This is an optimization exercise on Yosys and OpenROAD, whose aim is small area and a short achievable clock period, not a production implementation.
No functional check of the RTL was part of any run shown here.
No activity file was given, so power comes from the tool's default toggle rates.

## flow/run.sh

```bash
#!/bin/bash
# synth_recipe.tcl (not shown) runs the flow's synth.tcl, then flattens the netlist and writes it again
# the make line also repeats each setting of config.mk as NAME=value (left out here)
make -C /OpenROAD-flow-scripts/flow DESIGN_CONFIG=/design/flow/config.mk WORK_HOME=/design/flow/orfs CLKGATE_MAP_FILE= SYNTH_SCRIPT=/design/flow/synth_recipe.tcl finish
```

## flow/config.mk

```make
export PLATFORM = sky130hd
export DESIGN_NAME = dense2_argmax
export DESIGN_NICKNAME = dense2_argmax
export VERILOG_FILES = /design/flow/design.v
export SDC_FILE = /design/flow/constraint.sdc
export NUM_CORES = 4
export LEC_CHECK = 0
export ABC_AREA = 1
export CAP_MARGIN = 20
export CORE_MARGIN = 2
export CORE_UTILIZATION = 40
export PLACE_DENSITY = 0.6
export SETUP_SLACK_MARGIN = 5
export SLEW_MARGIN = 20
```

## flow/constraint.sdc

```tcl
create_clock -name core_clock -period 11.0 [get_ports {clk}]
set_input_delay 2.2000 -clock core_clock [delete_from_list [all_inputs] [get_ports {clk}]]
set_output_delay 2.2000 -clock core_clock [all_outputs]
set_load 0.01 [all_outputs]
```

## flow/design.v

```verilog
package dense2_pkg;
  localparam int unsigned N_IN      = 120;
  localparam int unsigned N_OUT     = 10;
  localparam int unsigned DW        = 16;
  localparam int unsigned FRAC_BITS = 8;
  localparam int unsigned ACC_W     = 30;
  localparam int unsigned AW        = 7;
  localparam int unsigned IDX_W     = 4;
  localparam logic [DW-1:0] SAT_MAX = {1'b0, {(DW-1){1'b1}}};
  localparam logic [DW-1:0] SAT_MIN = {1'b1, {(DW-1){1'b0}}};
  localparam int unsigned N_ST       = 6;
  localparam int unsigned I_IDLE     = 0;
  localparam int unsigned I_ACCUM    = 1;
  localparam int unsigned I_BIAS_RD  = 2;
  localparam int unsigned I_BIAS_ADD = 3;
  localparam int unsigned I_OUT      = 4;
  localparam int unsigned I_CLASS    = 5;
endpackage
module dense2_neuron_acc
(
  input  logic          clk,
  input  logic          keep,
  input  logic          shift,
  input  logic [29:0]   nxt_s,
  input  logic [29:0]   nxt_c,
  input  logic [7:0]    one,
  input  logic [7:0]    two,
  input  logic [7:0]    neg,
  input  logic [15:0]   w,
  output logic [29:0]   s,
  output logic [29:0]   c
);
  wire [29:0] sm = (s & {30{keep}}) | (nxt_s & {30{shift}});
  wire [29:0] cm = (c & {30{keep}}) | (nxt_c & {30{shift}});
  wire p1 = ((one[0] & w[0]) ^ neg[0]);
  wire p2 = (((one[0] & w[1]) | (two[0] & w[0])) ^ neg[0]);
  wire p3 = (((one[0] & w[2]) | (two[0] & w[1])) ^ neg[0]);
  wire p4 = (((one[0] & w[3]) | (two[0] & w[2])) ^ neg[0]);
  wire p5 = (((one[0] & w[4]) | (two[0] & w[3])) ^ neg[0]);
  wire p6 = (((one[0] & w[5]) | (two[0] & w[4])) ^ neg[0]);
  wire p7 = (((one[0] & w[6]) | (two[0] & w[5])) ^ neg[0]);
  wire p8 = (((one[0] & w[7]) | (two[0] & w[6])) ^ neg[0]);
  wire p9 = (((one[0] & w[8]) | (two[0] & w[7])) ^ neg[0]);
  wire p10 = (((one[0] & w[9]) | (two[0] & w[8])) ^ neg[0]);
  wire p11 = (((one[0] & w[10]) | (two[0] & w[9])) ^ neg[0]);
  wire p12 = (((one[0] & w[11]) | (two[0] & w[10])) ^ neg[0]);
  wire p13 = (((one[0] & w[12]) | (two[0] & w[11])) ^ neg[0]);
  wire p14 = (((one[0] & w[13]) | (two[0] & w[12])) ^ neg[0]);
  wire p15 = (((one[0] & w[14]) | (two[0] & w[13])) ^ neg[0]);
  wire p16 = (((one[0] & w[15]) | (two[0] & w[14])) ^ neg[0]);
  wire p17 = ~(((one[0] & w[15]) | (two[0] & w[15])) ^ neg[0]);
  wire p18 = ((one[1] & w[0]) ^ neg[1]);
  wire p19 = (((one[1] & w[1]) | (two[1] & w[0])) ^ neg[1]);
  wire p20 = (((one[1] & w[2]) | (two[1] & w[1])) ^ neg[1]);
  wire p21 = (((one[1] & w[3]) | (two[1] & w[2])) ^ neg[1]);
  wire p22 = (((one[1] & w[4]) | (two[1] & w[3])) ^ neg[1]);
  wire p23 = (((one[1] & w[5]) | (two[1] & w[4])) ^ neg[1]);
  wire p24 = (((one[1] & w[6]) | (two[1] & w[5])) ^ neg[1]);
  wire p25 = (((one[1] & w[7]) | (two[1] & w[6])) ^ neg[1]);
  wire p26 = (((one[1] & w[8]) | (two[1] & w[7])) ^ neg[1]);
  wire p27 = (((one[1] & w[9]) | (two[1] & w[8])) ^ neg[1]);
  wire p28 = (((one[1] & w[10]) | (two[1] & w[9])) ^ neg[1]);
  wire p29 = (((one[1] & w[11]) | (two[1] & w[10])) ^ neg[1]);
  wire p30 = (((one[1] & w[12]) | (two[1] & w[11])) ^ neg[1]);
  wire p31 = (((one[1] & w[13]) | (two[1] & w[12])) ^ neg[1]);
  wire p32 = (((one[1] & w[14]) | (two[1] & w[13])) ^ neg[1]);
  wire p33 = (((one[1] & w[15]) | (two[1] & w[14])) ^ neg[1]);
  wire p34 = ~(((one[1] & w[15]) | (two[1] & w[15])) ^ neg[1]);
  wire p35 = ((one[2] & w[0]) ^ neg[2]);
  wire p36 = (((one[2] & w[1]) | (two[2] & w[0])) ^ neg[2]);
  wire p37 = (((one[2] & w[2]) | (two[2] & w[1])) ^ neg[2]);
  wire p38 = (((one[2] & w[3]) | (two[2] & w[2])) ^ neg[2]);
  wire p39 = (((one[2] & w[4]) | (two[2] & w[3])) ^ neg[2]);
  wire p40 = (((one[2] & w[5]) | (two[2] & w[4])) ^ neg[2]);
  wire p41 = (((one[2] & w[6]) | (two[2] & w[5])) ^ neg[2]);
  wire p42 = (((one[2] & w[7]) | (two[2] & w[6])) ^ neg[2]);
  wire p43 = (((one[2] & w[8]) | (two[2] & w[7])) ^ neg[2]);
  wire p44 = (((one[2] & w[9]) | (two[2] & w[8])) ^ neg[2]);
  wire p45 = (((one[2] & w[10]) | (two[2] & w[9])) ^ neg[2]);
  wire p46 = (((one[2] & w[11]) | (two[2] & w[10])) ^ neg[2]);
  wire p47 = (((one[2] & w[12]) | (two[2] & w[11])) ^ neg[2]);
  wire p48 = (((one[2] & w[13]) | (two[2] & w[12])) ^ neg[2]);
  wire p49 = (((one[2] & w[14]) | (two[2] & w[13])) ^ neg[2]);
  wire p50 = (((one[2] & w[15]) | (two[2] & w[14])) ^ neg[2]);
  wire p51 = ~(((one[2] & w[15]) | (two[2] & w[15])) ^ neg[2]);
  wire p52 = ((one[3] & w[0]) ^ neg[3]);
  wire p53 = (((one[3] & w[1]) | (two[3] & w[0])) ^ neg[3]);
  wire p54 = (((one[3] & w[2]) | (two[3] & w[1])) ^ neg[3]);
  wire p55 = (((one[3] & w[3]) | (two[3] & w[2])) ^ neg[3]);
  wire p56 = (((one[3] & w[4]) | (two[3] & w[3])) ^ neg[3]);
  wire p57 = (((one[3] & w[5]) | (two[3] & w[4])) ^ neg[3]);
  wire p58 = (((one[3] & w[6]) | (two[3] & w[5])) ^ neg[3]);
  wire p59 = (((one[3] & w[7]) | (two[3] & w[6])) ^ neg[3]);
  wire p60 = (((one[3] & w[8]) | (two[3] & w[7])) ^ neg[3]);
  wire p61 = (((one[3] & w[9]) | (two[3] & w[8])) ^ neg[3]);
  wire p62 = (((one[3] & w[10]) | (two[3] & w[9])) ^ neg[3]);
  wire p63 = (((one[3] & w[11]) | (two[3] & w[10])) ^ neg[3]);
  wire p64 = (((one[3] & w[12]) | (two[3] & w[11])) ^ neg[3]);
  wire p65 = (((one[3] & w[13]) | (two[3] & w[12])) ^ neg[3]);
  wire p66 = (((one[3] & w[14]) | (two[3] & w[13])) ^ neg[3]);
  wire p67 = (((one[3] & w[15]) | (two[3] & w[14])) ^ neg[3]);
  wire p68 = ~(((one[3] & w[15]) | (two[3] & w[15])) ^ neg[3]);
  wire p69 = ((one[4] & w[0]) ^ neg[4]);
  wire p70 = (((one[4] & w[1]) | (two[4] & w[0])) ^ neg[4]);
  wire p71 = (((one[4] & w[2]) | (two[4] & w[1])) ^ neg[4]);
  wire p72 = (((one[4] & w[3]) | (two[4] & w[2])) ^ neg[4]);
  wire p73 = (((one[4] & w[4]) | (two[4] & w[3])) ^ neg[4]);
  wire p74 = (((one[4] & w[5]) | (two[4] & w[4])) ^ neg[4]);
  wire p75 = (((one[4] & w[6]) | (two[4] & w[5])) ^ neg[4]);
  wire p76 = (((one[4] & w[7]) | (two[4] & w[6])) ^ neg[4]);
  wire p77 = (((one[4] & w[8]) | (two[4] & w[7])) ^ neg[4]);
  wire p78 = (((one[4] & w[9]) | (two[4] & w[8])) ^ neg[4]);
  wire p79 = (((one[4] & w[10]) | (two[4] & w[9])) ^ neg[4]);
  wire p80 = (((one[4] & w[11]) | (two[4] & w[10])) ^ neg[4]);
  wire p81 = (((one[4] & w[12]) | (two[4] & w[11])) ^ neg[4]);
  wire p82 = (((one[4] & w[13]) | (two[4] & w[12])) ^ neg[4]);
  wire p83 = (((one[4] & w[14]) | (two[4] & w[13])) ^ neg[4]);
  wire p84 = (((one[4] & w[15]) | (two[4] & w[14])) ^ neg[4]);
  wire p85 = ~(((one[4] & w[15]) | (two[4] & w[15])) ^ neg[4]);
  wire p86 = ((one[5] & w[0]) ^ neg[5]);
  wire p87 = (((one[5] & w[1]) | (two[5] & w[0])) ^ neg[5]);
  wire p88 = (((one[5] & w[2]) | (two[5] & w[1])) ^ neg[5]);
  wire p89 = (((one[5] & w[3]) | (two[5] & w[2])) ^ neg[5]);
  wire p90 = (((one[5] & w[4]) | (two[5] & w[3])) ^ neg[5]);
  wire p91 = (((one[5] & w[5]) | (two[5] & w[4])) ^ neg[5]);
  wire p92 = (((one[5] & w[6]) | (two[5] & w[5])) ^ neg[5]);
  wire p93 = (((one[5] & w[7]) | (two[5] & w[6])) ^ neg[5]);
  wire p94 = (((one[5] & w[8]) | (two[5] & w[7])) ^ neg[5]);
  wire p95 = (((one[5] & w[9]) | (two[5] & w[8])) ^ neg[5]);
  wire p96 = (((one[5] & w[10]) | (two[5] & w[9])) ^ neg[5]);
  wire p97 = (((one[5] & w[11]) | (two[5] & w[10])) ^ neg[5]);
  wire p98 = (((one[5] & w[12]) | (two[5] & w[11])) ^ neg[5]);
  wire p99 = (((one[5] & w[13]) | (two[5] & w[12])) ^ neg[5]);
  wire p100 = (((one[5] & w[14]) | (two[5] & w[13])) ^ neg[5]);
  wire p101 = (((one[5] & w[15]) | (two[5] & w[14])) ^ neg[5]);
  wire p102 = ~(((one[5] & w[15]) | (two[5] & w[15])) ^ neg[5]);
  wire p103 = ((one[6] & w[0]) ^ neg[6]);
  wire p104 = (((one[6] & w[1]) | (two[6] & w[0])) ^ neg[6]);
  wire p105 = (((one[6] & w[2]) | (two[6] & w[1])) ^ neg[6]);
  wire p106 = (((one[6] & w[3]) | (two[6] & w[2])) ^ neg[6]);
  wire p107 = (((one[6] & w[4]) | (two[6] & w[3])) ^ neg[6]);
  wire p108 = (((one[6] & w[5]) | (two[6] & w[4])) ^ neg[6]);
  wire p109 = (((one[6] & w[6]) | (two[6] & w[5])) ^ neg[6]);
  wire p110 = (((one[6] & w[7]) | (two[6] & w[6])) ^ neg[6]);
  wire p111 = (((one[6] & w[8]) | (two[6] & w[7])) ^ neg[6]);
  wire p112 = (((one[6] & w[9]) | (two[6] & w[8])) ^ neg[6]);
  wire p113 = (((one[6] & w[10]) | (two[6] & w[9])) ^ neg[6]);
  wire p114 = (((one[6] & w[11]) | (two[6] & w[10])) ^ neg[6]);
  wire p115 = (((one[6] & w[12]) | (two[6] & w[11])) ^ neg[6]);
  wire p116 = (((one[6] & w[13]) | (two[6] & w[12])) ^ neg[6]);
  wire p117 = (((one[6] & w[14]) | (two[6] & w[13])) ^ neg[6]);
  wire p118 = (((one[6] & w[15]) | (two[6] & w[14])) ^ neg[6]);
  wire p119 = ~(((one[6] & w[15]) | (two[6] & w[15])) ^ neg[6]);
  wire p120 = ((one[7] & w[0]) ^ neg[7]);
  wire p121 = (((one[7] & w[1]) | (two[7] & w[0])) ^ neg[7]);
  wire p122 = (((one[7] & w[2]) | (two[7] & w[1])) ^ neg[7]);
  wire p123 = (((one[7] & w[3]) | (two[7] & w[2])) ^ neg[7]);
  wire p124 = (((one[7] & w[4]) | (two[7] & w[3])) ^ neg[7]);
  wire p125 = (((one[7] & w[5]) | (two[7] & w[4])) ^ neg[7]);
  wire p126 = (((one[7] & w[6]) | (two[7] & w[5])) ^ neg[7]);
  wire p127 = (((one[7] & w[7]) | (two[7] & w[6])) ^ neg[7]);
  wire p128 = (((one[7] & w[8]) | (two[7] & w[7])) ^ neg[7]);
  wire p129 = (((one[7] & w[9]) | (two[7] & w[8])) ^ neg[7]);
  wire p130 = (((one[7] & w[10]) | (two[7] & w[9])) ^ neg[7]);
  wire p131 = (((one[7] & w[11]) | (two[7] & w[10])) ^ neg[7]);
  wire p132 = (((one[7] & w[12]) | (two[7] & w[11])) ^ neg[7]);
  wire p133 = (((one[7] & w[13]) | (two[7] & w[12])) ^ neg[7]);
  wire p134 = (((one[7] & w[14]) | (two[7] & w[13])) ^ neg[7]);
  wire p135 = (((one[7] & w[15]) | (two[7] & w[14])) ^ neg[7]);
  wire p136 = ~(((one[7] & w[15]) | (two[7] & w[15])) ^ neg[7]);
  wire s137 = neg[1] ^ p3;
  wire c138 = neg[1] & p3;
  wire s139 = p4 ^ p19;
  wire c140 = p4 & p19;
  wire s141 = neg[2] ^ p5 ^ p20;
  wire c142 = (neg[2] & p5) | (neg[2] & p20) | (p5 & p20);
  wire s143 = p35 ^ c140;
  wire c144 = p35 & c140;
  wire s145 = p6 ^ p21 ^ p36;
  wire c146 = (p6 & p21) | (p6 & p36) | (p21 & p36);
  wire s147 = c142 ^ s145;
  wire c148 = c142 & s145;
  wire s149 = neg[3] ^ p7 ^ p22;
  wire c150 = (neg[3] & p7) | (neg[3] & p22) | (p7 & p22);
  wire s151 = p37 ^ p52 ^ c146;
  wire c152 = (p37 & p52) | (p37 & c146) | (p52 & c146);
  wire s153 = s149 ^ c148;
  wire c154 = s149 & c148;
  wire s155 = p8 ^ p23 ^ p38;
  wire c156 = (p8 & p23) | (p8 & p38) | (p23 & p38);
  wire s157 = p53 ^ c150 ^ s155;
  wire c158 = (p53 & c150) | (p53 & s155) | (c150 & s155);
  wire s159 = c152 ^ s157;
  wire c160 = c152 & s157;
  wire s161 = sm[0] ^ cm[0] ^ neg[4];
  wire c162 = (sm[0] & cm[0]) | (sm[0] & neg[4]) | (cm[0] & neg[4]);
  wire s163 = s161 ^ p9 ^ p24;
  wire c164 = (s161 & p9) | (s161 & p24) | (p9 & p24);
  wire s165 = p39 ^ p54 ^ p69;
  wire c166 = (p39 & p54) | (p39 & p69) | (p54 & p69);
  wire s167 = c156 ^ s163 ^ s165;
  wire c168 = (c156 & s163) | (c156 & s165) | (s163 & s165);
  wire s169 = c158 ^ s167 ^ c160;
  wire c170 = (c158 & s167) | (c158 & c160) | (s167 & c160);
  wire s171 = sm[1] ^ cm[1] ^ c162;
  wire c172 = (sm[1] & cm[1]) | (sm[1] & c162) | (cm[1] & c162);
  wire s173 = p10 ^ p25 ^ p40;
  wire c174 = (p10 & p25) | (p10 & p40) | (p25 & p40);
  wire s175 = p55 ^ p70 ^ s171;
  wire c176 = (p55 & p70) | (p55 & s171) | (p70 & s171);
  wire s177 = c164 ^ c166 ^ s173;
  wire c178 = (c164 & c166) | (c164 & s173) | (c166 & s173);
  wire s179 = s175 ^ c168 ^ s177;
  wire c180 = (s175 & c168) | (s175 & s177) | (c168 & s177);
  wire s181 = sm[2] ^ cm[2] ^ neg[5];
  wire c182 = (sm[2] & cm[2]) | (sm[2] & neg[5]) | (cm[2] & neg[5]);
  wire s183 = s181 ^ p11 ^ p26;
  wire c184 = (s181 & p11) | (s181 & p26) | (p11 & p26);
  wire s185 = p41 ^ p56 ^ p71;
  wire c186 = (p41 & p56) | (p41 & p71) | (p56 & p71);
  wire s187 = p86 ^ c172 ^ c174;
  wire c188 = (p86 & c172) | (p86 & c174) | (c172 & c174);
  wire s189 = s183 ^ s185 ^ c176;
  wire c190 = (s183 & s185) | (s183 & c176) | (s185 & c176);
  wire s191 = s187 ^ c178 ^ s189;
  wire c192 = (s187 & c178) | (s187 & s189) | (c178 & s189);
  wire s193 = sm[3] ^ cm[3] ^ c182;
  wire c194 = (sm[3] & cm[3]) | (sm[3] & c182) | (cm[3] & c182);
  wire s195 = p12 ^ p27 ^ p42;
  wire c196 = (p12 & p27) | (p12 & p42) | (p27 & p42);
  wire s197 = p57 ^ p72 ^ p87;
  wire c198 = (p57 & p72) | (p57 & p87) | (p72 & p87);
  wire s199 = s193 ^ c184 ^ c186;
  wire c200 = (s193 & c184) | (s193 & c186) | (c184 & c186);
  wire s201 = s195 ^ s197 ^ c188;
  wire c202 = (s195 & s197) | (s195 & c188) | (s197 & c188);
  wire s203 = s199 ^ c190 ^ s201;
  wire c204 = (s199 & c190) | (s199 & s201) | (c190 & s201);
  wire s205 = sm[4] ^ cm[4] ^ neg[6];
  wire c206 = (sm[4] & cm[4]) | (sm[4] & neg[6]) | (cm[4] & neg[6]);
  wire s207 = s205 ^ p13 ^ p28;
  wire c208 = (s205 & p13) | (s205 & p28) | (p13 & p28);
  wire s209 = p43 ^ p58 ^ p73;
  wire c210 = (p43 & p58) | (p43 & p73) | (p58 & p73);
  wire s211 = p88 ^ p103 ^ c194;
  wire c212 = (p88 & p103) | (p88 & c194) | (p103 & c194);
  wire s213 = c196 ^ c198 ^ s207;
  wire c214 = (c196 & c198) | (c196 & s207) | (c198 & s207);
  wire s215 = s209 ^ s211 ^ c200;
  wire c216 = (s209 & s211) | (s209 & c200) | (s211 & c200);
  wire s217 = s213 ^ c202 ^ s215;
  wire c218 = (s213 & c202) | (s213 & s215) | (c202 & s215);
  wire s219 = sm[5] ^ cm[5] ^ c206;
  wire c220 = (sm[5] & cm[5]) | (sm[5] & c206) | (cm[5] & c206);
  wire s221 = p14 ^ p29 ^ p44;
  wire c222 = (p14 & p29) | (p14 & p44) | (p29 & p44);
  wire s223 = p59 ^ p74 ^ p89;
  wire c224 = (p59 & p74) | (p59 & p89) | (p74 & p89);
  wire s225 = p104 ^ s219 ^ c208;
  wire c226 = (p104 & s219) | (p104 & c208) | (s219 & c208);
  wire s227 = c210 ^ s221 ^ s223;
  wire c228 = (c210 & s221) | (c210 & s223) | (s221 & s223);
  wire s229 = c212 ^ s225 ^ c214;
  wire c230 = (c212 & s225) | (c212 & c214) | (s225 & c214);
  wire s231 = s227 ^ c216 ^ s229;
  wire c232 = (s227 & c216) | (s227 & s229) | (c216 & s229);
  wire s233 = sm[6] ^ cm[6] ^ neg[7];
  wire c234 = (sm[6] & cm[6]) | (sm[6] & neg[7]) | (cm[6] & neg[7]);
  wire s235 = s233 ^ p15 ^ p30;
  wire c236 = (s233 & p15) | (s233 & p30) | (p15 & p30);
  wire s237 = p45 ^ p60 ^ p75;
  wire c238 = (p45 & p60) | (p45 & p75) | (p60 & p75);
  wire s239 = p90 ^ p105 ^ p120;
  wire c240 = (p90 & p105) | (p90 & p120) | (p105 & p120);
  wire s241 = c220 ^ c222 ^ c224;
  wire c242 = (c220 & c222) | (c220 & c224) | (c222 & c224);
  wire s243 = s235 ^ s237 ^ s239;
  wire c244 = (s235 & s237) | (s235 & s239) | (s237 & s239);
  wire s245 = c226 ^ s241 ^ c228;
  wire c246 = (c226 & s241) | (c226 & c228) | (s241 & c228);
  wire s247 = s243 ^ c230 ^ s245;
  wire c248 = (s243 & c230) | (s243 & s245) | (c230 & s245);
  wire s249 = sm[7] ^ cm[7] ^ c234;
  wire c250 = (sm[7] & cm[7]) | (sm[7] & c234) | (cm[7] & c234);
  wire s251 = p16 ^ p31 ^ p46;
  wire c252 = (p16 & p31) | (p16 & p46) | (p31 & p46);
  wire s253 = p61 ^ p76 ^ p91;
  wire c254 = (p61 & p76) | (p61 & p91) | (p76 & p91);
  wire s255 = p106 ^ p121 ^ s249;
  wire c256 = (p106 & p121) | (p106 & s249) | (p121 & s249);
  wire s257 = c236 ^ c238 ^ c240;
  wire c258 = (c236 & c238) | (c236 & c240) | (c238 & c240);
  wire s259 = s251 ^ s253 ^ c242;
  wire c260 = (s251 & s253) | (s251 & c242) | (s253 & c242);
  wire s261 = s255 ^ s257 ^ c244;
  wire c262 = (s255 & s257) | (s255 & c244) | (s257 & c244);
  wire s263 = c246 ^ s259 ^ s261;
  wire c264 = (c246 & s259) | (c246 & s261) | (s259 & s261);
  wire s265 = 1'b1 ^ sm[8] ^ cm[8];
  wire c266 = (1'b1 & sm[8]) | (1'b1 & cm[8]) | (sm[8] & cm[8]);
  wire s267 = s265 ^ p17 ^ p32;
  wire c268 = (s265 & p17) | (s265 & p32) | (p17 & p32);
  wire s269 = p47 ^ p62 ^ p77;
  wire c270 = (p47 & p62) | (p47 & p77) | (p62 & p77);
  wire s271 = p92 ^ p107 ^ p122;
  wire c272 = (p92 & p107) | (p92 & p122) | (p107 & p122);
  wire s273 = c250 ^ c252 ^ c254;
  wire c274 = (c250 & c252) | (c250 & c254) | (c252 & c254);
  wire s275 = s267 ^ s269 ^ s271;
  wire c276 = (s267 & s269) | (s267 & s271) | (s269 & s271);
  wire s277 = c256 ^ c258 ^ s273;
  wire c278 = (c256 & c258) | (c256 & s273) | (c258 & s273);
  wire s279 = s275 ^ c260 ^ c262;
  wire c280 = (s275 & c260) | (s275 & c262) | (c260 & c262);
  wire s281 = s277 ^ c264;
  wire c282 = s277 & c264;
  wire s283 = 1'b1 ^ sm[9] ^ cm[9];
  wire c284 = (1'b1 & sm[9]) | (1'b1 & cm[9]) | (sm[9] & cm[9]);
  wire s285 = c266 ^ s283 ^ p33;
  wire c286 = (c266 & s283) | (c266 & p33) | (s283 & p33);
  wire s287 = p48 ^ p63 ^ p78;
  wire c288 = (p48 & p63) | (p48 & p78) | (p63 & p78);
  wire s289 = p93 ^ p108 ^ p123;
  wire c290 = (p93 & p108) | (p93 & p123) | (p108 & p123);
  wire s291 = c268 ^ c270 ^ c272;
  wire c292 = (c268 & c270) | (c268 & c272) | (c270 & c272);
  wire s293 = s285 ^ s287 ^ s289;
  wire c294 = (s285 & s287) | (s285 & s289) | (s287 & s289);
  wire s295 = c274 ^ s291 ^ c276;
  wire c296 = (c274 & s291) | (c274 & c276) | (s291 & c276);
  wire s297 = s293 ^ c278 ^ s295;
  wire c298 = (s293 & c278) | (s293 & s295) | (c278 & s295);
  wire s299 = c280 ^ s297;
  wire c300 = c280 & s297;
  wire s301 = sm[10] ^ cm[10] ^ c284;
  wire c302 = (sm[10] & cm[10]) | (sm[10] & c284) | (cm[10] & c284);
  wire s303 = p34 ^ p49 ^ p64;
  wire c304 = (p34 & p49) | (p34 & p64) | (p49 & p64);
  wire s305 = p79 ^ p94 ^ p109;
  wire c306 = (p79 & p94) | (p79 & p109) | (p94 & p109);
  wire s307 = p124 ^ s301 ^ c286;
  wire c308 = (p124 & s301) | (p124 & c286) | (s301 & c286);
  wire s309 = c288 ^ c290 ^ s303;
  wire c310 = (c288 & c290) | (c288 & s303) | (c290 & s303);
  wire s311 = s305 ^ c292 ^ s307;
  wire c312 = (s305 & c292) | (s305 & s307) | (c292 & s307);
  wire s313 = c294 ^ s309 ^ c296;
  wire c314 = (c294 & s309) | (c294 & c296) | (s309 & c296);
  wire s315 = s311 ^ c298 ^ s313;
  wire c316 = (s311 & c298) | (s311 & s313) | (c298 & s313);
  wire s317 = 1'b1 ^ sm[11] ^ cm[11];
  wire c318 = (1'b1 & sm[11]) | (1'b1 & cm[11]) | (sm[11] & cm[11]);
  wire s319 = s317 ^ p50 ^ p65;
  wire c320 = (s317 & p50) | (s317 & p65) | (p50 & p65);
  wire s321 = p80 ^ p95 ^ p110;
  wire c322 = (p80 & p95) | (p80 & p110) | (p95 & p110);
  wire s323 = p125 ^ c302 ^ c304;
  wire c324 = (p125 & c302) | (p125 & c304) | (c302 & c304);
  wire s325 = c306 ^ s319 ^ s321;
  wire c326 = (c306 & s319) | (c306 & s321) | (s319 & s321);
  wire s327 = c308 ^ s323 ^ c310;
  wire c328 = (c308 & s323) | (c308 & c310) | (s323 & c310);
  wire s329 = s325 ^ c312 ^ s327;
  wire c330 = (s325 & c312) | (s325 & s327) | (c312 & s327);
  wire s331 = c314 ^ s329;
  wire c332 = c314 & s329;
  wire s333 = sm[12] ^ cm[12] ^ c318;
  wire c334 = (sm[12] & cm[12]) | (sm[12] & c318) | (cm[12] & c318);
  wire s335 = p51 ^ p66 ^ p81;
  wire c336 = (p51 & p66) | (p51 & p81) | (p66 & p81);
  wire s337 = p96 ^ p111 ^ p126;
  wire c338 = (p96 & p111) | (p96 & p126) | (p111 & p126);
  wire s339 = s333 ^ c320 ^ c322;
  wire c340 = (s333 & c320) | (s333 & c322) | (c320 & c322);
  wire s341 = s335 ^ s337 ^ c324;
  wire c342 = (s335 & s337) | (s335 & c324) | (s337 & c324);
  wire s343 = s339 ^ c326 ^ c328;
  wire c344 = (s339 & c326) | (s339 & c328) | (c326 & c328);
  wire s345 = s341 ^ c330 ^ s343;
  wire c346 = (s341 & c330) | (s341 & s343) | (c330 & s343);
  wire s347 = 1'b1 ^ sm[13] ^ cm[13];
  wire c348 = (1'b1 & sm[13]) | (1'b1 & cm[13]) | (sm[13] & cm[13]);
  wire s349 = s347 ^ p67 ^ p82;
  wire c350 = (s347 & p67) | (s347 & p82) | (p67 & p82);
  wire s351 = p97 ^ p112 ^ p127;
  wire c352 = (p97 & p112) | (p97 & p127) | (p112 & p127);
  wire s353 = c334 ^ c336 ^ c338;
  wire c354 = (c334 & c336) | (c334 & c338) | (c336 & c338);
  wire s355 = s349 ^ s351 ^ c340;
  wire c356 = (s349 & s351) | (s349 & c340) | (s351 & c340);
  wire s357 = s353 ^ c342 ^ s355;
  wire c358 = (s353 & c342) | (s353 & s355) | (c342 & s355);
  wire s359 = c344 ^ s357;
  wire c360 = c344 & s357;
  wire s361 = sm[14] ^ cm[14] ^ c348;
  wire c362 = (sm[14] & cm[14]) | (sm[14] & c348) | (cm[14] & c348);
  wire s363 = p68 ^ p83 ^ p98;
  wire c364 = (p68 & p83) | (p68 & p98) | (p83 & p98);
  wire s365 = p113 ^ p128 ^ s361;
  wire c366 = (p113 & p128) | (p113 & s361) | (p128 & s361);
  wire s367 = c350 ^ c352 ^ s363;
  wire c368 = (c350 & c352) | (c350 & s363) | (c352 & s363);
  wire s369 = s365 ^ c354 ^ s367;
  wire c370 = (s365 & c354) | (s365 & s367) | (c354 & s367);
  wire s371 = c356 ^ s369 ^ c358;
  wire c372 = (c356 & s369) | (c356 & c358) | (s369 & c358);
  wire s373 = 1'b1 ^ sm[15] ^ cm[15];
  wire c374 = (1'b1 & sm[15]) | (1'b1 & cm[15]) | (sm[15] & cm[15]);
  wire s375 = s373 ^ p84 ^ p99;
  wire c376 = (s373 & p84) | (s373 & p99) | (p84 & p99);
  wire s377 = p114 ^ p129 ^ c362;
  wire c378 = (p114 & p129) | (p114 & c362) | (p129 & c362);
  wire s379 = c364 ^ s375 ^ c366;
  wire c380 = (c364 & s375) | (c364 & c366) | (s375 & c366);
  wire s381 = s377 ^ c368 ^ s379;
  wire c382 = (s377 & c368) | (s377 & s379) | (c368 & s379);
  wire s383 = c370 ^ s381;
  wire c384 = c370 & s381;
  wire s385 = sm[16] ^ cm[16] ^ c374;
  wire c386 = (sm[16] & cm[16]) | (sm[16] & c374) | (cm[16] & c374);
  wire s387 = p85 ^ p100 ^ p115;
  wire c388 = (p85 & p100) | (p85 & p115) | (p100 & p115);
  wire s389 = p130 ^ s385 ^ c376;
  wire c390 = (p130 & s385) | (p130 & c376) | (s385 & c376);
  wire s391 = s387 ^ c378 ^ s389;
  wire c392 = (s387 & c378) | (s387 & s389) | (c378 & s389);
  wire s393 = c380 ^ s391 ^ c382;
  wire c394 = (c380 & s391) | (c380 & c382) | (s391 & c382);
  wire s395 = 1'b1 ^ sm[17] ^ cm[17];
  wire c396 = (1'b1 & sm[17]) | (1'b1 & cm[17]) | (sm[17] & cm[17]);
  wire s397 = s395 ^ p101 ^ p116;
  wire c398 = (s395 & p101) | (s395 & p116) | (p101 & p116);
  wire s399 = p131 ^ c386 ^ c388;
  wire c400 = (p131 & c386) | (p131 & c388) | (c386 & c388);
  wire s401 = s397 ^ c390 ^ s399;
  wire c402 = (s397 & c390) | (s397 & s399) | (c390 & s399);
  wire s403 = c392 ^ s401;
  wire c404 = c392 & s401;
  wire s405 = sm[18] ^ cm[18] ^ c396;
  wire c406 = (sm[18] & cm[18]) | (sm[18] & c396) | (cm[18] & c396);
  wire s407 = p102 ^ p117 ^ p132;
  wire c408 = (p102 & p117) | (p102 & p132) | (p117 & p132);
  wire s409 = s405 ^ c398 ^ s407;
  wire c410 = (s405 & c398) | (s405 & s407) | (c398 & s407);
  wire s411 = c400 ^ s409 ^ c402;
  wire c412 = (c400 & s409) | (c400 & c402) | (s409 & c402);
  wire s413 = 1'b1 ^ sm[19] ^ cm[19];
  wire c414 = (1'b1 & sm[19]) | (1'b1 & cm[19]) | (sm[19] & cm[19]);
  wire s415 = s413 ^ p118 ^ p133;
  wire c416 = (s413 & p118) | (s413 & p133) | (p118 & p133);
  wire s417 = c406 ^ c408 ^ s415;
  wire c418 = (c406 & c408) | (c406 & s415) | (c408 & s415);
  wire s419 = c410 ^ s417;
  wire c420 = c410 & s417;
  wire s421 = sm[20] ^ cm[20] ^ c414;
  wire c422 = (sm[20] & cm[20]) | (sm[20] & c414) | (cm[20] & c414);
  wire s423 = p119 ^ p134 ^ s421;
  wire c424 = (p119 & p134) | (p119 & s421) | (p134 & s421);
  wire s425 = c416 ^ s423 ^ c418;
  wire c426 = (c416 & s423) | (c416 & c418) | (s423 & c418);
  wire s427 = 1'b1 ^ sm[21] ^ cm[21];
  wire c428 = (1'b1 & sm[21]) | (1'b1 & cm[21]) | (sm[21] & cm[21]);
  wire s429 = s427 ^ p135 ^ c422;
  wire c430 = (s427 & p135) | (s427 & c422) | (p135 & c422);
  wire s431 = c424 ^ s429;
  wire c432 = c424 & s429;
  wire s433 = sm[22] ^ cm[22] ^ c428;
  wire c434 = (sm[22] & cm[22]) | (sm[22] & c428) | (cm[22] & c428);
  wire s435 = p136 ^ s433 ^ c430;
  wire c436 = (p136 & s433) | (p136 & c430) | (s433 & c430);
  wire s437 = 1'b1 ^ sm[23] ^ cm[23];
  wire c438 = (1'b1 & sm[23]) | (1'b1 & cm[23]) | (sm[23] & cm[23]);
  wire s439 = s437 ^ c434;
  wire c440 = s437 & c434;
  wire s441 = 1'b1 ^ sm[24] ^ cm[24];
  wire c442 = (1'b1 & sm[24]) | (1'b1 & cm[24]) | (sm[24] & cm[24]);
  wire s443 = c438 ^ s441;
  wire c444 = c438 & s441;
  wire s445 = 1'b1 ^ sm[25] ^ cm[25];
  wire c446 = (1'b1 & sm[25]) | (1'b1 & cm[25]) | (sm[25] & cm[25]);
  wire s447 = c442 ^ s445 ^ c444;
  wire c448 = (c442 & s445) | (c442 & c444) | (s445 & c444);
  wire s449 = 1'b1 ^ sm[26] ^ cm[26];
  wire c450 = (1'b1 & sm[26]) | (1'b1 & cm[26]) | (sm[26] & cm[26]);
  wire s451 = c446 ^ s449 ^ c448;
  wire c452 = (c446 & s449) | (c446 & c448) | (s449 & c448);
  wire s453 = 1'b1 ^ sm[27] ^ cm[27];
  wire c454 = (1'b1 & sm[27]) | (1'b1 & cm[27]) | (sm[27] & cm[27]);
  wire s455 = c450 ^ s453 ^ c452;
  wire c456 = (c450 & s453) | (c450 & c452) | (s453 & c452);
  wire s457 = 1'b1 ^ sm[28] ^ cm[28];
  wire c458 = (1'b1 & sm[28]) | (1'b1 & cm[28]) | (sm[28] & cm[28]);
  wire s459 = c454 ^ s457 ^ c456;
  wire c460 = (c454 & s457) | (c454 & c456) | (s457 & c456);
  wire s461 = 1'b1 ^ sm[29] ^ cm[29];
  wire c462 = (1'b1 & sm[29]) | (1'b1 & cm[29]) | (sm[29] & cm[29]);
  wire s463 = c458 ^ s461 ^ c460;
  wire c464 = (c458 & s461) | (c458 & c460) | (s461 & c460);
  wire [8:0] low_sum = {1'b0, c154, s151, c144, s141, c138, p18, p2, p1} + {1'b0, s159, s153, s147, s143, s139, s137, 1'b0, neg[0]};
  always_ff @(posedge clk) begin
    s <= {s463, s459, s455, s451, s447, c440, c436, c432, c426, c420, c412, c404, c394, c384, c372, c360, c346, c332, c316, c300, c282, s279, c248, c232, c218, c204, c192, c180, c170, s169};
    c <= {1'b0, 1'b0, 1'b0, 1'b0, 1'b0, s443, s439, s435, s431, s425, s419, s411, s403, s393, s383, s371, s359, s345, s331, s315, s299, s281, s263, s247, s231, s217, s203, s191, s179, low_sum[8]};
  end
endmodule
module dense2_argmax
(
  input  logic                clk,
  input  logic                rst,
  input  logic                in_valid,
  input  logic                frame_start_in,
  input  logic                frame_end_in,
  input  logic [dense2_pkg::DW-1:0]       dense_input,
  output logic                rom_en,
  output logic [dense2_pkg::AW-1:0]       rom_addr,
  input  logic [dense2_pkg::N_OUT*dense2_pkg::DW-1:0] rom_data,
  output logic                out_valid,
  output logic                frame_start_out,
  output logic                frame_end_out,
  output logic [dense2_pkg::DW-1:0]       logit_out,
  output logic                class_valid,
  output logic [dense2_pkg::IDX_W-1:0]    class_idx,
  output logic                err
);
  localparam int unsigned W = dense2_pkg::ACC_W;
  logic [dense2_pkg::N_ST-1:0]   state;
  logic [dense2_pkg::N_ST-1:0]   state_n;
  logic [dense2_pkg::AW-1:0]     cnt;
  logic              clear;
  logic              take;
  logic              err_c;
  logic              keep_q;
  logic [dense2_pkg::DW-1:0]     sample_q;
  logic [dense2_pkg::IDX_W-1:0]  out_k;
  logic [dense2_pkg::DW-1:0]     best_val;
  logic [dense2_pkg::IDX_W-1:0]  best_idx;
  logic [W-1:0]      acc_s [dense2_pkg::N_OUT];
  logic [W-1:0]      acc_c [dense2_pkg::N_OUT];
  logic st_idle, st_accum, st_bias_rd, st_bias_add, st_out, st_class;
  assign st_idle     = state[dense2_pkg::I_IDLE];
  assign st_accum    = state[dense2_pkg::I_ACCUM];
  assign st_bias_rd  = state[dense2_pkg::I_BIAS_RD];
  assign st_bias_add = state[dense2_pkg::I_BIAS_ADD];
  assign st_out      = state[dense2_pkg::I_OUT];
  assign st_class    = state[dense2_pkg::I_CLASS];
  logic [7:0] b_one, b_two, b_neg;
  always_comb begin
    for (int k = 0; k < 8; k++) begin
      logic x0, x1, x2;
      x0 = (k == 0) ? 1'b0 : sample_q[2*k-1];
      x1 = sample_q[2*k];
      x2 = sample_q[2*k+1];
      b_one[k] = x1 ^ x0;
      b_two[k] = (x2 & ~x1 & ~x0) | (~x2 & x1 & x0);
      b_neg[k] = x2;
    end
  end
  for (genvar k = 0; k < dense2_pkg::N_OUT; k++) begin : g_neuron
    dense2_neuron_acc u_acc (
      .clk     (clk),
      .keep    (keep_q),
      .shift   (st_out),
      .nxt_s   ((k == dense2_pkg::N_OUT - 1) ? '0 : acc_s[(k + 1) % dense2_pkg::N_OUT]),
      .nxt_c   ((k == dense2_pkg::N_OUT - 1) ? '0 : acc_c[(k + 1) % dense2_pkg::N_OUT]),
      .one     (b_one),
      .two     (b_two),
      .neg     (b_neg),
      .w       (rom_data[k*dense2_pkg::DW +: dense2_pkg::DW]),
      .s       (acc_s[k]),
      .c       (acc_c[k])
    );
  end
  logic start_ok;    
  logic last_idx;    
  logic in_frame;    
  assign start_ok = in_valid && frame_start_in && !frame_end_in;
  assign last_idx = (cnt == dense2_pkg::AW'(dense2_pkg::N_IN - 1));
  assign in_frame = st_accum && in_valid && !frame_start_in;
  assign take   = (st_idle && start_ok) || (st_accum && in_valid);
  assign clear  = in_valid && frame_start_in && ((st_idle && !frame_end_in) || st_accum);
  assign rom_en = !rst && (take || st_bias_rd);
  always_comb begin
    rom_addr = '0;
    if (!rst && in_frame) begin
      rom_addr = cnt;
    end else if (!rst && st_bias_rd) begin
      rom_addr = dense2_pkg::AW'(dense2_pkg::N_IN);
    end
  end
  assign err_c = (st_idle && in_valid && frame_start_in && frame_end_in)
              || (st_accum && in_valid && (frame_start_in || (frame_end_in != last_idx)))
              || (!st_idle && !st_accum && in_valid);
  always_comb begin
    state_n = '0;
    state_n[dense2_pkg::I_IDLE]     = (st_idle && !start_ok)
                                   || (in_frame && (frame_end_in ? !last_idx : last_idx))
                                   || st_class;
    state_n[dense2_pkg::I_ACCUM]    = (st_idle && start_ok)
                                   || (st_accum && !(in_frame && (frame_end_in || last_idx)));
    state_n[dense2_pkg::I_BIAS_RD]  = in_frame && frame_end_in && last_idx;
    state_n[dense2_pkg::I_BIAS_ADD] = st_bias_rd;
    state_n[dense2_pkg::I_OUT]      = st_bias_add
                                   || (st_out && (out_k != dense2_pkg::IDX_W'(dense2_pkg::N_OUT - 1)));
    state_n[dense2_pkg::I_CLASS]    = st_out && (out_k == dense2_pkg::IDX_W'(dense2_pkg::N_OUT - 1));
  end
  logic [W-1:0]  sel_sum;
  logic [dense2_pkg::DW-1:0] logit_c;
  assign sel_sum = acc_s[0] + acc_c[0];
  assign logit_c = (sel_sum[W-1:dense2_pkg::DW-1] == {(W-dense2_pkg::DW+1){sel_sum[W-1]}})
                 ? sel_sum[dense2_pkg::DW-1:0]
                 : (sel_sum[W-1] ? dense2_pkg::SAT_MIN : dense2_pkg::SAT_MAX);
  logic              better;
  logic [dense2_pkg::IDX_W-1:0]  cur_idx;
  assign better  = frame_start_out || ($signed(logit_out) > $signed(best_val));
  assign cur_idx = out_k - dense2_pkg::IDX_W'(1);
  always_ff @(posedge clk) begin
    if (rst) begin
      state           <= dense2_pkg::N_ST'(1) << dense2_pkg::I_IDLE;
      cnt             <= '0;
      keep_q          <= 1'b0;
      sample_q        <= '0;
      out_k           <= '0;
      best_val        <= '0;
      best_idx        <= '0;
      out_valid       <= 1'b0;
      frame_start_out <= 1'b0;
      frame_end_out   <= 1'b0;
      logit_out       <= '0;
      class_valid     <= 1'b0;
      class_idx       <= '0;
      err             <= 1'b0;
    end else begin
      state           <= state_n;
      keep_q          <= !clear && !state_n[dense2_pkg::I_OUT];
      err             <= err_c;
      if (clear) begin
        cnt <= dense2_pkg::AW'(1);
      end else if (take) begin
        cnt <= cnt + dense2_pkg::AW'(1);
      end
      if (take) begin
        sample_q <= dense_input;
      end else if (st_bias_rd) begin
        sample_q <= dense2_pkg::DW'(1 << dense2_pkg::FRAC_BITS);
      end else begin
        sample_q <= '0;
      end
      if (st_bias_add) begin
        out_k <= '0;
      end else if (st_out) begin
        out_k <= out_k + dense2_pkg::IDX_W'(1);
      end
      out_valid       <= st_out;
      frame_start_out <= st_out && (out_k == '0);
      frame_end_out   <= st_out && (out_k == dense2_pkg::IDX_W'(dense2_pkg::N_OUT - 1));
      logit_out       <= logit_c;
      class_valid     <= st_class;
      class_idx       <= better ? cur_idx : best_idx;
      if (out_valid && better) begin
        best_val <= logit_out;
        best_idx <= cur_idx;
      end
    end
  end
endmodule
```

==> out/results.ini, run 1 <==
[status]
status=timing/DRC/antenna clean

[routing]
vias=68250
first_pass_iters=6
drt-initial-drc-count=6633
remaining_drc_errors=0
avgRoutedWirePerCell_um=23.31
wl_um=281400
viasPerCell=5.652
antenna_left=0

[synthesis]
yosysWarnings=4
ys_types=45
syn_area_per_cell_um2=8.591
synth-seq-cells=628
synth_edf_count=0
synth-main-ff-cell=dfxtp_1
ys_seq_area_share_pct=15.26
async_reset_ff_share_pct=0
syn-cell-area_um2=82410
netlist_instances=9593
synthesis.nets=11460

[timing]
layout_setup_ws_ps=5053
setup_violations=0
hold_viol_final=0
min_period_over_period_pct=54.06
max_slew.worst_pin.slew_ps=1128
rsz0062_at_grt=true
finClkSkew_ps=112.9
tns_ps=0
period_needed_ps=5947
maxSlewViolCount=0
clock.fmax_mhz=168.2
relSlewSlack_pct=24.79

[clock_network]
numCtsBuffers=85
cts_tree=done
cts_root_buf=clkbuf_16
clockBufferDepth=3
cts-hold-fix-buffers=0
clk_latency_ps=790
h-tree-depth=3
cts.sinks=628
clk_pin_slew_worst_paths_ps=60

[power]
swShare_pct=45.71
vdd_ir_drop_max_v=0.0001247
p_int_mw=8.479
pwr-share-seq_pct=23.5
p_per_area_nw_per_um2=174.4
p_clk_share_pct=18.8
combPwrFrac_pct=57.7
leakage_nw=42.31
switchingPower_mw=7.138

[worst_setup_path]
reg2regPathDepth=14
critPathArrivalTime_ps=6570
crit_fanout=49
required_ps=11620
startpoint_type=flip-flop
r2r_start=sample_q[3]
r2r_end=g_neuron[0].u_acc.c[10]
critPathKind=reg -> reg
reg2reg_slack_ps=5050
end_kind=flip-flop

[grt]
grtUsageTotal_pct=26.56
grt_max_degree=182
grt_pass1_wl_um=428700
use_met1_pct=31.98
met3_usage_pct=4.363
grt_pass1_vias=72890
antenna_found_initial=3
grt_remaining_overflow=0
gr-usage-met2_pct=45.39
top_usage_layer=met2

[finish]
area_growth_pct=8.678
multi_input_area_um2=57970
fill_cells=19990
nets=11190
fin_cells=12080
drive_above_1_share_pct=4.346
regArea_um2=12610

[hold_path]
min_path_type=reg -> reg
hold_depth=2
hold_path_startpoint=best_val[11]
holdPathEnd=best_val[11]

[floorplan]
die_y_um=457.9
initial_core_util_pct=40.24
die-area_um2=209700
coreArea_um2=204800
fp.dieW_um=457.9
ios=214
rows=166

[run]
cap_violations=0

[place]
dp_slack_ps=3864
dp_hpwl_um=193300
placed_cells=11910
port-buffer-count=213
gp_congestion=0.8974

through the flow:
| step | hold slack, ps | instance area, um2 | total power [mW] | utilization (%) |
|---|---|---|---|---|
| after floorplan | 416.3 | 82410 | 10.25 | - |
| after global placement | 447.1 | 86520 | 12.28 | 42.25 |
| after detailed placement | 449.9 | 86520 | 12.73 | 42.25 |
| after CTS | 461.7 | 89520 | 15.71 | 43.71 |
| after global routing | 474.8 | 89560 | 17.36 | 43.73 |
| final | 459.7 | 89560 | 15.62 | 43.73 |
registers in the layout, indices dropped and copies added, names as in the netlist:
register          cells
class_idx             4
err                   1
best_idx              4
frame_start_out       1
g_neuron.u_acc.c    250
logit_out            16
frame_end_out         1
g_neuron.u_acc.s    300
sample_q             16
out_k                 4
cnt                   7
keep_q                1
out_valid             1
state                 5
best_val             16
class_valid           1
metal layers:
metal,up-vias,part of all wire [%],wire length (um)
li1,29410,-,-
met1,33960,38,106400
met5,-,0,0
met3,1150,8.4,23530
met2,3732,48,135300
met4,0,5.8,16240
how the worst max path moves through the flow:
stage / from / endpoint / slack (ps) / depth (start not counted)
after floorplan: rom_data[18] / g_neuron[1].u_acc.c[10] / 5580 / 10
after global placement: rst / rom_en / 3910 / 5
after detailed placement: rst / rom_en / 3860 / 5
after CTS: in_valid / rom_addr[4] / 5010 / 6
after global routing: sample_q[9] / g_neuron[4].u_acc.c[10] / 5000 / 13
final: sample_q[3] / g_neuron[0].u_acc.c[10] / 5050 / 14
cell usage in the layout, fill, tap and decap left out, types with 5 or more instances in the layout:
master           count
clkbuf_1            15
nand3_2             12
o21ai_0            175
buf_12              11
nand2_2             16
a21oi_2             11
fa_1              1321
clkinv_1             5
a21oi_1            119
nand4_1             22
ha_1               367
a41o_1              10
nor2_2              14
clkinv_2            17
nand2_4              7
clkbuf_8            19
nand3_1             92
xor2_1            1284
buf_4              125
clkinvlp_4           8
clkdlybuf4s50_1    205
inv_6               13
o22ai_1           1575
dfxtp_1            617
o221ai_1            10
o21ai_4              7
bufinv_16            5
dfxtp_4              9
clkbuf_16           85
inv_2               20
inv_1             2429
nand2_1            572
nor3_1              20
nor2_1             105
cells in the mapped netlist (10+ instances only):
library cell,number,area (um2)
a21oi_2,11,96.34
o221ai_1,10,87.58
xor2_1,1284,11250
a41o_1,10,100.1
nand3_1,92,460.4
nand4_1,22,137.6
nor2_2,11,68.82
nand2_2,14,87.58
nor2_1,109,409.1
o22ai_1,1575,9853
dfxtp_1,628,12570
o21ai_0,178,890.9
a21oi_1,119,595.6
clkbuf_1,633,2376
inv_1,2437,9148
inv_2,24,90.09
ha_1,367,4592
nand3_2,12,120.1
fa_1,1321,26450
nor3_1,20,100.1
nand2_1,577,2166
buf_1,71,266.5
clkinv_1,12,45.04
power by group through the flow:
stage          logic [mW]  registers (mW)  clock network, mW
3_5_place_dp         9.00            3.73                  0
2_1_floorplan        6.59            3.65                  0
4_1_cts              9.04            3.68               2.99
3_3_place_gp         8.57            3.71                  0
6_report             9.01            3.68               2.93
5_1_grt              10.5            3.77               3.06
area by class of cell:
class	count	share of cell area, %
multi-input combinational	5779	64.73
sequential	628	14.08
inverter	2473	10.47
tap	2688	3.755
timing repair buffer	351	3.710
clock buffer	118	2.714
clock inverter	38	0.5392
antenna	1	0.002794
repair_timing:
| action | in CTS | in global routing |
|---|---|---|
| setup buffers | 5 | 2 |
| setup endpoints to repair | 32 | 27 |
| endpoints found under the hold margin | 0 | 0 |
| pin swaps | 2 | 3 |
| gates resized for setup | 19 | 8 |
| cloned | 0 | 1 |
worst max-delay path, cell delays in order (launching register included):
cell	delay, ps
dfxtp_4	510
inv_6	390
buf_4	680
nand2_1	200
o21ai_4	100
buf_4	420
buf_4	670
o22ai_1	170
xor2_1	200
fa_1	510
fa_1	410
fa_1	510
fa_1	440
inv_1	90
fa_1	410
kinds of logic after synthesis:
logic type	count (synthesis)	share of synthesized area (%)
xor gates and xnor gates	1287	13.68
adders and majority gates	1688	37.66
DFF	628	15.26
and+or+nand+nor	880	4.571
buffers and inverters	3187	14.58
AOI/OAI and AO/OA	1923	14.26
==> inputs of run 2 (changes only) <==
--- a/flow/design.v
+++ b/flow/design.v
@@ -168,14 +168,14 @@
   wire p134 = (((one[7] & w[14]) | (two[7] & w[13])) ^ neg[7]);
   wire p135 = (((one[7] & w[15]) | (two[7] & w[14])) ^ neg[7]);
   wire p136 = ~(((one[7] & w[15]) | (two[7] & w[15])) ^ neg[7]);
-  wire s137 = neg[1] ^ p3;
-  wire c138 = neg[1] & p3;
+  wire s137 = neg[1] ^ p3 ^ p18;
+  wire c138 = (neg[1] & p3) | (neg[1] & p18) | (p3 & p18);
   wire s139 = p4 ^ p19;
   wire c140 = p4 & p19;
   wire s141 = neg[2] ^ p5 ^ p20;
   wire c142 = (neg[2] & p5) | (neg[2] & p20) | (p5 & p20);
-  wire s143 = p35 ^ c140;
-  wire c144 = p35 & c140;
+  wire s143 = p35 ^ c140 ^ s141;
+  wire c144 = (p35 & c140) | (p35 & s141) | (c140 & s141);
   wire s145 = p6 ^ p21 ^ p36;
   wire c146 = (p6 & p21) | (p6 & p36) | (p21 & p36);
   wire s147 = c142 ^ s145;
@@ -184,8 +184,8 @@
   wire c150 = (neg[3] & p7) | (neg[3] & p22) | (p7 & p22);
   wire s151 = p37 ^ p52 ^ c146;
   wire c152 = (p37 & p52) | (p37 & c146) | (p52 & c146);
-  wire s153 = s149 ^ c148;
-  wire c154 = s149 & c148;
+  wire s153 = s149 ^ c148 ^ s151;
+  wire c154 = (s149 & c148) | (s149 & s151) | (c148 & s151);
   wire s155 = p8 ^ p23 ^ p38;
   wire c156 = (p8 & p23) | (p8 & p38) | (p23 & p38);
   wire s157 = p53 ^ c150 ^ s155;
@@ -312,8 +312,8 @@
   wire c278 = (c256 & c258) | (c256 & s273) | (c258 & s273);
   wire s279 = s275 ^ c260 ^ c262;
   wire c280 = (s275 & c260) | (s275 & c262) | (c260 & c262);
-  wire s281 = s277 ^ c264;
-  wire c282 = s277 & c264;
+  wire s281 = s277 ^ c264 ^ s279;
+  wire c282 = (s277 & c264) | (s277 & s279) | (c264 & s279);
   wire s283 = 1'b1 ^ sm[9] ^ cm[9];
   wire c284 = (1'b1 & sm[9]) | (1'b1 & cm[9]) | (sm[9] & cm[9]);
   wire s285 = c266 ^ s283 ^ p33;
@@ -496,10 +496,10 @@
   wire c462 = (1'b1 & sm[29]) | (1'b1 & cm[29]) | (sm[29] & cm[29]);
   wire s463 = c458 ^ s461 ^ c460;
   wire c464 = (c458 & s461) | (c458 & c460) | (s461 & c460);
-  wire [8:0] low_sum = {1'b0, c154, s151, c144, s141, c138, p18, p2, p1} + {1'b0, s159, s153, s147, s143, s139, s137, 1'b0, neg[0]};
+  wire [8:0] low_sum = {1'b0, c154, s153, c144, s143, c138, s137, p2, p1} + {1'b0, s159, 1'b0, s147, 1'b0, s139, 1'b0, 1'b0, neg[0]};
   always_ff @(posedge clk) begin
-    s <= {s463, s459, s455, s451, s447, c440, c436, c432, c426, c420, c412, c404, c394, c384, c372, c360, c346, c332, c316, c300, c282, s279, c248, c232, c218, c204, c192, c180, c170, s169};
-    c <= {1'b0, 1'b0, 1'b0, 1'b0, 1'b0, s443, s439, s435, s431, s425, s419, s411, s403, s393, s383, s371, s359, s345, s331, s315, s299, s281, s263, s247, s231, s217, s203, s191, s179, low_sum[8]};
+    s <= {s463, s459, s455, s451, s447, c440, c436, c432, c426, c420, c412, c404, c394, c384, c372, c360, c346, c332, c316, c300, c282, s281, c248, c232, c218, c204, c192, c180, c170, s169};
+    c <= {1'b0, 1'b0, 1'b0, 1'b0, 1'b0, s443, s439, s435, s431, s425, s419, s411, s403, s393, s383, s371, s359, s345, s331, s315, s299, 1'b0, s263, s247, s231, s217, s203, s191, s179, low_sum[8]};
   end
 endmodule
 module dense2_argmax
==> flow/flow/run.sh (new file) <==
#!/bin/bash
set -euo pipefail
sed 's/SETUP_SLACK_MARGIN=[0-9.]*/SETUP_SLACK_MARGIN=5.6/' standard.sh > standard_margin.sh
grep -q 'SETUP_SLACK_MARGIN=5.6' standard_margin.sh
bash standard_margin.sh > standard.log 2>&1
==> flow/standard.sh (new file) <==
#!/bin/bash
# synth_recipe.tcl (not shown) runs the flow's synth.tcl, then flattens the netlist and writes it again
# the make line also repeats each setting of config.mk as NAME=value (left out here)
make -C /OpenROAD-flow-scripts/flow DESIGN_CONFIG=/design/flow/config.mk WORK_HOME=/design/flow/orfs CLKGATE_MAP_FILE= SYNTH_SCRIPT=/design/flow/synth_recipe.tcl "${@:-finish}"
removed: flow/run.sh
==> out/results.ini, run 2 <==
[timing]
period_needed_ps=5387
maxSlewViolCount=0
tns_ps=0
finClkSkew_ps=34.08
layout_setup_ws_ps=5613
relSlewSlack_pct=22.01
rsz0062_at_grt=true
hold_viol_final=0
setup_violations=0
max_slew.worst_pin.slew_ps=1170
min_period_over_period_pct=48.97
clock.fmax_mhz=185.6

[synthesis]
synth_top_area_share_pct=33.07
yosysWarnings=4
syn-cell-area_um2=81790
synthTopCellsByArea=fa_1 33%, dfxtp_1 15%, xor2_1 14%
synth-main-ff-cell=dfxtp_1
ys_seq_area_share_pct=15.13
netlist_instances=9557
async_reset_ff_share_pct=0
yosysTopAreaCell=fa_1
ys_types=43
synth_commonest_cells=2465 x inv_1, 1563 x o22ai_1, 1351 x fa_1
synthesis.nets=11380
syn_area_per_cell_um2=8.558
synth_edf_count=0
synth-seq-cells=618
synth.most_common_cell=inv_1

[worst_setup_path]
critPathMaxStageDelay_ps=220
startpoint=in_valid
critPathArrivalTime_ps=3190
cpMaxStageDelayCell=clkdlybuf4s15_2
crit_top_cell=nand2_2
worstPathCellList=clkdlybuf4s15_2, nand2_1, inv_2, nand3_4, nand2_2, nand2_2, buf_12, nand2_2, clkdlybuf4s15_2
required_ps=8800
startpoint_type=input port
critPathKind=in -> out
crit_fanout=3
r2r_start=sample_q[11]
end_kind=primary output

[grt]
grt_max_degree=152
antenna_found_initial=16
grt_pass1_wl_um=443300
grt_remaining_overflow=0
grt_pass1_vias=72090
grtUsageTotal_pct=27.63

[clock_network]
clockBufferDepth=3
cts.sinks=618
cts_root_buf=clkbuf_16
cts-hold-fix-buffers=0
clk_pin_slew_worst_paths_ps=60
cts_tree=done
clk_latency_ps=740
numCtsBuffers=84
h-tree-depth=3

[finish]
final_common_cell=inv_1
drive_above_1_share_pct=9.527
final_cell_mix=2322 x inv_1, 1558 x o22ai_1, 1351 x fa_1
largest_register_ffs=300
fin_cells=12400
largest_registers=g_neuron.u_acc.s x300, g_neuron.u_acc.c x240
top_register=g_neuron.u_acc.s
nets=11470
area_growth_pct=13.86

[hold_path]
hold_path_startpoint=state[5]
min_path_type=reg -> reg

[floorplan]
fp.dieW_um=456.2
die_y_um=456.2
initial_core_util_pct=40.34
rows=165
die-area_um2=208100
coreArea_um2=202700
ios=214

[routing]
wl_met2_um=132400
vias=69840
remaining_drc_errors=0
viasPerCell=5.634
wl_met3_um=33490
wl_met1_um=114200
routed.top_layer=met5
first_pass_iters=9
drt-initial-drc-count=7699
antenna_left=0
avgRoutedWirePerCell_um=23.95
wl_um=296900

[power]
vdd_ir_drop_max_v=0.0001285
leakage_nw=43.88
total_power_mw=15.93
p_per_area_nw_per_um2=171.1

[place]
placed_cells=11820
dp_hpwl_um=195400
gp_congestion=0.9350
dp_slack_ps=3317
port-buffer-count=213

[run]
cap_violations=0

[status]
status=timing/DRC/antenna clean

run 2: final timing paths:
kind,endpoint,slack [ps],depth (start not counted)
worst max-delay path,rom_en,5610,9
worst min-delay path,class_valid,470,2
worst max register to register,g_neuron[2].u_acc.c[10],5660,14
worst min register to register,class_valid,470,2
run 2: cells by family after synthesis:
kind of cell | after synthesis | synth area share [%]
buffers and inverters | 3208 | 14.79
AO/OA/AOI/OAI | 1910 | 14.33
adder cells (fa/ha/maj) | 1637 | 37.44
XOR/XNOR | 1268 | 13.58
AND/OR/NAND/NOR | 916 | 4.738
flip-flops | 618 | 15.13
run 2: layout make-up:
class,instances,area (um2)
Antenna cell,4,10.01
Timing Repair Buffer,717,6945
Tap cell,2672,3343
Inverter,2495,10000
Clock inverter,37,466.7
Timing Repair inverter,3,15.01
Sequential cell,618,12410
Fill cell,19540,109600
Multi-Input combinational cell,5734,57550
Clock buffer,116,2382
run 2: through the flow:
stage	hold slack, ps	cell area (um2)	utilization (%)
detailed placement	448.1	85610	42.23
floorplan	426.8	81820	-
global route	507.2	93120	45.93
global placement	456.5	85610	42.23
CTS	459.5	89960	44.37
finish	466.2	93120	45.93
run 2: power by group:
part	switching [mW]	internal (mW)	total [mW]
Sequential	0.353	3.32	3.67
Combinational	5.74	3.60	9.35
Clock	1.22	1.69	2.91
run 2: per-layer routing:
metal	up-vias	GRT usage, %
met4	12	13.83
met5	-	0
met2	4439	43.35
met3	875	7.313
li1	29930	-
met1	34590	35.11
run 2: repair_timing:
| action | CTS | global route |
|---|---|---|
| pin swaps | 5 | 4 |
| gates resized for setup | 160 | 148 |
| setup buffers | 131 | 278 |
| gates cloned | 4 | 6 |
| setup endpoints to repair | 308 | 120 |
run 2: critical path: cells and delay by family:
kind	cells	cell delay (ps)
buf+inv	4	630
simple gates	5	370
==> inputs of run 3 (changes only) <==
==> flow/flow/run.sh (replaced) <==
#!/bin/bash
set -euo pipefail
sed 's/SETUP_SLACK_MARGIN=[0-9.]*/SETUP_SLACK_MARGIN=6.0/' standard.sh > standard_margin.sh
grep -q 'SETUP_SLACK_MARGIN=6.0' standard_margin.sh
bash standard_margin.sh > standard.log 2>&1
==> out/results.ini, run 3 <==
[place]
port-buffer-count=213
dp_slack_ps=3074
gp_congestion=0.9373
dp_hpwl_um=196500

[worst_setup_path]
critPathArrivalTime_ps=2900
startpoint_type=input port
critPathMaxStageDelay_ps=140
worstPathCellList=buf_8, nand2_4, nor2_4, buf_6, nand2_8, o21ai_2, buf_2
cpMaxStageDelayCell=buf_2
critPathKind=in -> out
crit_fanout=7
end_kind=primary output
required_ps=8800

[routing]
viasPerCell=5.675
first_pass_iters=6
wl_um=308700
remaining_drc_errors=0
drt-initial-drc-count=7712
antenna_left=0
vias=70790
avgRoutedWirePerCell_um=24.75

[timing]
setup_violations=0
hold_slack_ps=473.1
relSlewSlack_pct=23.67
clock.fmax_mhz=196.2
layout_setup_ws_ps=5904
tns_ps=0
min_period_over_period_pct=46.33
hold_viol_final=0
maxSlewViolCount=0
period_needed_ps=5096
max_slew.worst_pin.slew_ps=1145
finClkSkew_ps=45.13
rsz0062_at_grt=true

[synthesis]
synth-seq-cells=618
ys_types=43
netlist_instances=9557
synthesis.nets=11380
syn-cell-area_um2=81790
synth-main-ff-cell=dfxtp_1
synth-simple-area-share_pct=4.738
synth_xor_area_share_pct=13.58
synth_compound_area_share_pct=14.33
yosysTopAreaCell=fa_1
synth.area.mux_share_pct=0
synth_fa_ha_area_share_pct=37.44
synth_top_area_share_pct=33.07
async_reset_ff_share_pct=0
synth_commonest_cells=2465 x inv_1, 1563 x o22ai_1, 1351 x fa_1
synth.most_common_cell=inv_1
ys_seq_area_share_pct=15.13
synth_top_family_by_area=adder cells
synth_edf_count=0
synthTopCellsByArea=fa_1 33%, dfxtp_1 15%, xor2_1 14%
yosysWarnings=4
syn_area_per_cell_um2=8.558

[floorplan]
die-area_um2=208100
die_y_um=456.2
fp.dieW_um=456.2
coreArea_um2=202700
ios=214
rows=165
initial_core_util_pct=40.34

[power]
leakage_nw=45.19
p_per_area_nw_per_um2=167.4
total_power_mw=16.18
vdd_ir_drop_max_v=0.0001373

[clock_network]
clockBufferDepth=3
cts_tree=done
cts_root_buf=clkbuf_16
clk_latency_ps=760
clk_pin_slew_worst_paths_ps=60
cts-hold-fix-buffers=0
cts.sinks=618
h-tree-depth=3
numCtsBuffers=83

[finish]
final_common_cell=inv_1
drive_above_1_share_pct=15.73
nets=11550
area_growth_pct=18.13
largest_registers=g_neuron.u_acc.s x300, g_neuron.u_acc.c x240
top_register=g_neuron.u_acc.s
largest_register_ffs=300
final_cell_mix=2248 x inv_1, 1365 x o22ai_1, 1224 x xor2_1

[hold_path]
min_path_type=reg -> reg

[run]
cap_violations=0

[grt]
grt_max_degree=146
grtUsageTotal_pct=28.88
grt_remaining_overflow=0
grt_pass1_vias=73860
grt_pass1_wl_um=459200
antenna_found_initial=11

[status]
status=timing/DRC/antenna clean

run 3: kinds of logic (layout without fill, tap and decap cells):
| group | after synthesis | after routing |
|---|---|---|
| buffers and inverters | 3208 | 3444 |
| AOI/OAI and AO/OA | 1910 | 1912 |
| adders and majority gates | 1637 | 1637 |
| xor gates and xnor gates | 1268 | 1268 |
| and+or+nand+nor | 916 | 916 |
| DFF | 618 | 618 |
| other | 0 | 7 |
run 3: cell type report:
cell class	count	area [um2]
Antenna cell	7	17.52
Clock buffer	123	2450
Clock inverter	24	296.5
Fill cell	19020	106100
Inverter	2495	10100
Multi-Input combinational cell	5733	59890
Sequential cell	618	12410
Tap cell	2672	3343
Timing Repair Buffer	798	8077
Timing Repair inverter	4	27.53
run 3: report_power, final:
| part | total [mW] | internal, mW | leakage, nW | switching (mW) |
|---|---|---|---|---|
| Sequential | 3.67 | 3.32 | 5.15 | 0.349 |
| Combinational | 9.66 | 3.75 | 38.7 | 5.91 |
| Clock | 2.85 | 1.62 | 1.35 | 1.22 |
run 3: critical path: cells and delay by family:
kind,cells,cell delay [ps]
buf+inv,3,350
simple gates,3,220
compound gates,1,110
run 3: routing by layer:
layer	track usage [%]	vias up	part of all wire (%)
li1	-	30070	-
met1	37.00	34970	38
met2	44.52	4744	44
met3	7.875	993	12
met4	15.03	12	5.9
met5	0	-	0.047
run 3: through the flow:
step	instances	cell area (um2)	util, %
after floorplan	9557	85050	-
after global placement	11820	87370	43.10
after detailed placement	11820	87380	43.10
after CTS	12390	94570	46.65
after global routing	12470	96600	47.65
final	12470	96610	47.66
run 3: path summary, 6_finish.rpt:
kind | depth (start not counted) | end | start | slack, ps
hold reg to reg | 2 | best_idx[2] | best_idx[2] | 470
setup / recovery | 7 | rom_addr[3] | in_valid | 5900
setup reg to reg | 16 | g_neuron[5].u_acc.s[8] | sample_q[9] | 6000
hold / removal | 2 | best_idx[2] | best_idx[2] | 470
run 3: repair_timing:
item                       CTS  global route
pin swaps                   22            96
gates resized for setup    276           343
setup endpoints to repair  382           156
setup buffers              406            75
cloned                      10             5

[what the ideal ports hide]
No port has a modelled driver above. Below, the same layouts with a new extraction and two added sets of constraints.
Step 1 (the two cells are an assumption about what drives the block):
set clk [get_ports {clk}]
set_driving_cell -lib_cell sky130_fd_sc_hd__clkbuf_16 $clk
set_driving_cell -lib_cell sky130_fd_sc_hd__buf_2 [delete_from_list [all_inputs] $clk]
Step 2, shift: input delay + t, output delay - t, t = (earliest + latest rising clock arrival at the registers) / 2. This alone moves slack from input paths to output paths.
Slacks: no drivers / after step 1 / after step 2; pairs: no drivers / after step 1.
run | shift t [ns] | slack for setup (ns) | latest minus earliest clock arrival (ns)
run 1 | 0.819 | 5.053 / 5.023 / 4.546 | 0.116 / 0.116
run 2 | 0.814 | 5.613 / 5.488 / 4.843 | 0.038 / 0.039
run 3 | 0.828 | 5.904 / 5.790 / 5.171 | 0.050 / 0.049
After both steps every run listed still meets setup and hold. For run 2, which loses most, drivers alone change the setup slack by -0.125 ns; drivers and shift together by -0.770 ns.
